Source: an optimization exercise on an open RTL-to-GDS flow (aim: small area, a short achievable clock period and few clock cycles per item). Production flows keep margins and buffers that such runs may drop. At most, simulation tests tie the RTL to the original design; equivalence was not proved. Power is estimated from default activity; no workload was simulated.

// cache_access_controller
module cache_access_controller (
  input  logic                  clk,
  input  logic                  reset_n,
  input  logic                  cpu_req_valid,
  output logic                  cpu_req_ready,
  input  logic                  cpu_req_write,
  input  logic [ADDR_WIDTH-1:0] cpu_req_addr,
  input  logic [LINE_BITS-1:0]  cpu_req_wdata,
  output logic                  cpu_resp_valid,
  output logic                  cpu_resp_hit,
  output logic [LINE_BITS-1:0]  cpu_resp_rdata,
  output logic                  mem_req_valid,
  input  logic                  mem_req_ready,
  output logic                  mem_req_write,
  output logic [ADDR_WIDTH-1:0] mem_req_addr,
  output logic [LINE_BITS-1:0]  mem_req_wdata,
  input  logic                  mem_resp_valid,
  input  logic [LINE_BITS-1:0]  mem_resp_rdata,
  output logic [15:0]           stat_requests,
  output logic [15:0]           stat_hits,
  output logic [15:0]           stat_misses,
  output logic [15:0]           stat_writebacks
);
  localparam logic [2:0] S_IDLE = 3'd0, S_RREQ = 3'd1, S_RWAIT = 3'd2,
                         S_VWR  = 3'd3, S_PWB  = 3'd4;
  logic [2:0]             st_q, st_d;
  logic                   vict_q, vict_d;
  logic                   pwk_q, pwk_d;         
  logic                   credit_q, credit_d;   
  ...
clock: 5.0 ns
lec_check: 0
cap_margin: 20
core_margin: 2
core_utilization: 70
cts_cluster_diameter: 90
cts_cluster_size: 27
place_density: 0.85
setup_slack_margin: 1.4
slew_margin: 20
standard.sh (not shown) runs the stock make flow with config.mk's settings and CLKGATE_MAP_FILE= SYNTH_SCRIPT=/design/flow/synth_recipe.tcl, a recipe that flattens the netlist after the stock synthesis.
==> flow/flow/run.sh <==
#!/bin/bash
# Standard ORFS layout, with plain buf_1 cells (not delay buffers) as the
# port buffers; placement repair resizes them as timing needs.
set -euo pipefail
export BUFFER_PORTS_ARGS="-buffer_cell sky130_fd_sc_hd__buf_1"
bash standard.sh > standard.log 2>&1
The starting point produced a clean layout.
Testbench counts at the start, summed over its fixed seeds: cycles 10,412, items 4,800.
Edit:
CTS_CLUSTER_DIAMETER = 100   (was 90)
CTS_CLUSTER_SIZE = 24   (was 27)
SETUP_SLACK_MARGIN = 0.6   (was 1.4)
Result: Final cell count drops by about 2.2%. Non-clock buffer count fell by 163. Hold slack gets worse by 0.033 ns. Clock power grows by about 2.5%.
Edit:
SETUP_SLACK_MARGIN = 1.2   (was 0.6)
After rerunning: First-iteration DRC count went up by a few percent. Cell area went up slightly. Via count went up slightly. Area after synthesis is unchanged. Routed wire length went up by a few percent. Sequential power went down by a few percent. Global-route usage went up by 2.0 points.
Edit:
CTS_CLUSTER_DIAMETER = 90   (was 100)
CTS_CLUSTER_SIZE = 27   (was 24)
The new run finished clean.
Via count hardly moves.
Cell count hardly moves.
Setup slack is better by 0.023 ns.
Area after synthesis stays the same.
Wire length increases by about 0.5%.
Critical path depth is unchanged.

========
cache_access_controller, a different RTL version from the one above (not shown whole).
Size: about 2300 flip-flops, about 620 I/O pins, roughly 89000 um2 of cells after synthesis.
Settings: LEC_CHECK=0, CAP_MARGIN=20, CORE_MARGIN=2, CORE_UTILIZATION=40, CTS_CLUSTER_DIAMETER=100, CTS_CLUSTER_SIZE=24, PLACE_DENSITY=0.6, SETUP_SLACK_MARGIN=1.6, SLEW_MARGIN=20; clock period 5.0 ns.
Scripts as last shown in full above: flow/flow/run.sh
The starting point finished with timing, DRC and antenna clean.
Next try:
Settings changed: SETUP_SLACK_MARGIN 1.6 to 1.2.
The changed run passed the timing, DRC and antenna checks; synthesized area does not change; combinational power went down by a quarter to a third; first-iteration DRC count went down by about a fifth.
No functional check of the RTL was part of any run of this note.

========
Another version of the RTL of cache_access_controller (not shown whole).
Size: about 5400 cells after synthesis, about 2300 flip-flops, about 88000 sq um of cells after synthesis.
// cache_access_controller
module cache_access_controller (
  input  logic                  clk,
  input  logic                  reset_n,
  input  logic                  cpu_req_valid,
  output logic                  cpu_req_ready,
  input  logic                  cpu_req_write,
  input  logic [ADDR_WIDTH-1:0] cpu_req_addr,
  input  logic [LINE_BITS-1:0]  cpu_req_wdata,
  output logic                  cpu_resp_valid,
  output logic                  cpu_resp_hit,
  output logic [LINE_BITS-1:0]  cpu_resp_rdata,
  output logic                  mem_req_valid,
  input  logic                  mem_req_ready,
  output logic                  mem_req_write,
  output logic [ADDR_WIDTH-1:0] mem_req_addr,
  output logic [LINE_BITS-1:0]  mem_req_wdata,
  input  logic                  mem_resp_valid,
  input  logic [LINE_BITS-1:0]  mem_resp_rdata,
  output logic [15:0]           stat_requests,
  output logic [15:0]           stat_hits,
  output logic [15:0]           stat_misses,
  output logic [15:0]           stat_writebacks
);
export LEC_CHECK = 0
export CAP_MARGIN = 20
export CORE_MARGIN = 2
export CORE_UTILIZATION = 40
export CTS_BUF_LIST = sky130_fd_sc_hd__clkbuf_4 sky130_fd_sc_hd__clkbuf_8
export PLACE_DENSITY = 0.6
export SLEW_MARGIN = 20
create_clock -name core_clock -period 5.0 [get_ports {clk}]
run.sh (not shown) runs the stock make flow with config.mk's settings and CLKGATE_MAP_FILE= SYNTH_SCRIPT=/design/flow/synth_recipe.tcl, a recipe that flattens the netlist after the stock synthesis.
Stock flow here: none of the scripts above is used.
The starting point finished clean.
Edit:
Settings changed: CTS_BUF_LIST sky130_fd_sc_hd__clkbuf_4 sky130_fd_sc_hd__clkbuf_8 to default.
What happened: The changed run finished clean; synthesized area stays the same; non-clock buffer count went down by 137; maximum frequency hardly moves; final area falls by 2.1%; flip-flop and latch count is unchanged; power went up by 0.60%.
Function was not checked in any run of this note: the RTL went through the layout flow alone.

========
Another version of the RTL of cache_access_controller (not shown whole).
Size in the first run: roughly 5,400 cells after synthesis, ~620 I/O pins, ~90,000 um^2 of cells after synthesis.
clock: 5.0 ns
lec_check: 0
cap_margin: 20
core_margin: 2
core_utilization: 40
cts_cluster_diameter: 100
cts_cluster_size: 24
place_density: 0.6
setup_slack_margin: 1.2
slew_margin: 20
standard.sh (not shown) runs the stock make flow with config.mk's settings and CLKGATE_MAP_FILE= SYNTH_SCRIPT=/design/flow/synth_recipe.tcl, a recipe that flattens the netlist after the stock synthesis.
Scripts as last shown in full above: flow/flow/run.sh
Testbench counts at the start, summed over its fixed seeds: cycles 10,412, items 4,800.
Edit:
Settings changed: CORE_UTILIZATION 40 to 60, PLACE_DENSITY 0.6 to 0.8.
Outcome: Die area shrinks by 33%; synthesized cell count does not change; wire length came out lower by 4.6%; non-clock buffer count falls by 98.

-- static timing again, ports no longer ideal --
The results above use ideal ports. As a check the final layouts listed here were re-extracted and re-timed, cells and wires unchanged.
Step 1 sets driving cells, clkbuf_16 on the clock port and buf_2 on the other inputs (assumed; they add their load-dependent delay and slew).
Step 2 times the ports against the registers' clock, not the clock port: input delays grow and output delays shrink by t, the midpoint of the rising clock arrivals with the driver on.
Slacks: ideal / step 1 / step 2; pairs: ideal / step 1.
run	t, ns	setup slack, ns	worst data-port slew with drivers (ns)	cell pins on the clock port's net
the first run of note 1	0.821	0.908 / 0.826 / 0.767	0.17	1
the second run of note 1	0.820	0.605 / 0.578 / 0.487	0.13	1
the third run of note 1	0.843	0.914 / 0.874 / 0.576	0.09	1
the fourth run of note 1	0.832	0.937 / 0.892 / 0.749	0.08	1
the first run of note 2	0.885	0.752 / 0.668 / 0.764	0.08	1
the second run of note 2	0.884	0.764 / 0.681 / 0.634	0.08	1
the first run of note 3	1.124	0.067 / -0.023 / 0.189	0.06	1
the second run of note 3	0.956	0.054 / -0.038 / 0.228	0.06	1
the first run of note 4	0.883	0.689 / 0.650 / 0.584	0.14	1
the second run of note 4	0.854	0.725 / 0.685 / 0.692	0.09	1
After both steps every run listed still meets setup and hold. For the third run of note 1, which loses most, drivers alone change the setup slack by -0.040 ns; drivers and shift together by -0.338 ns.
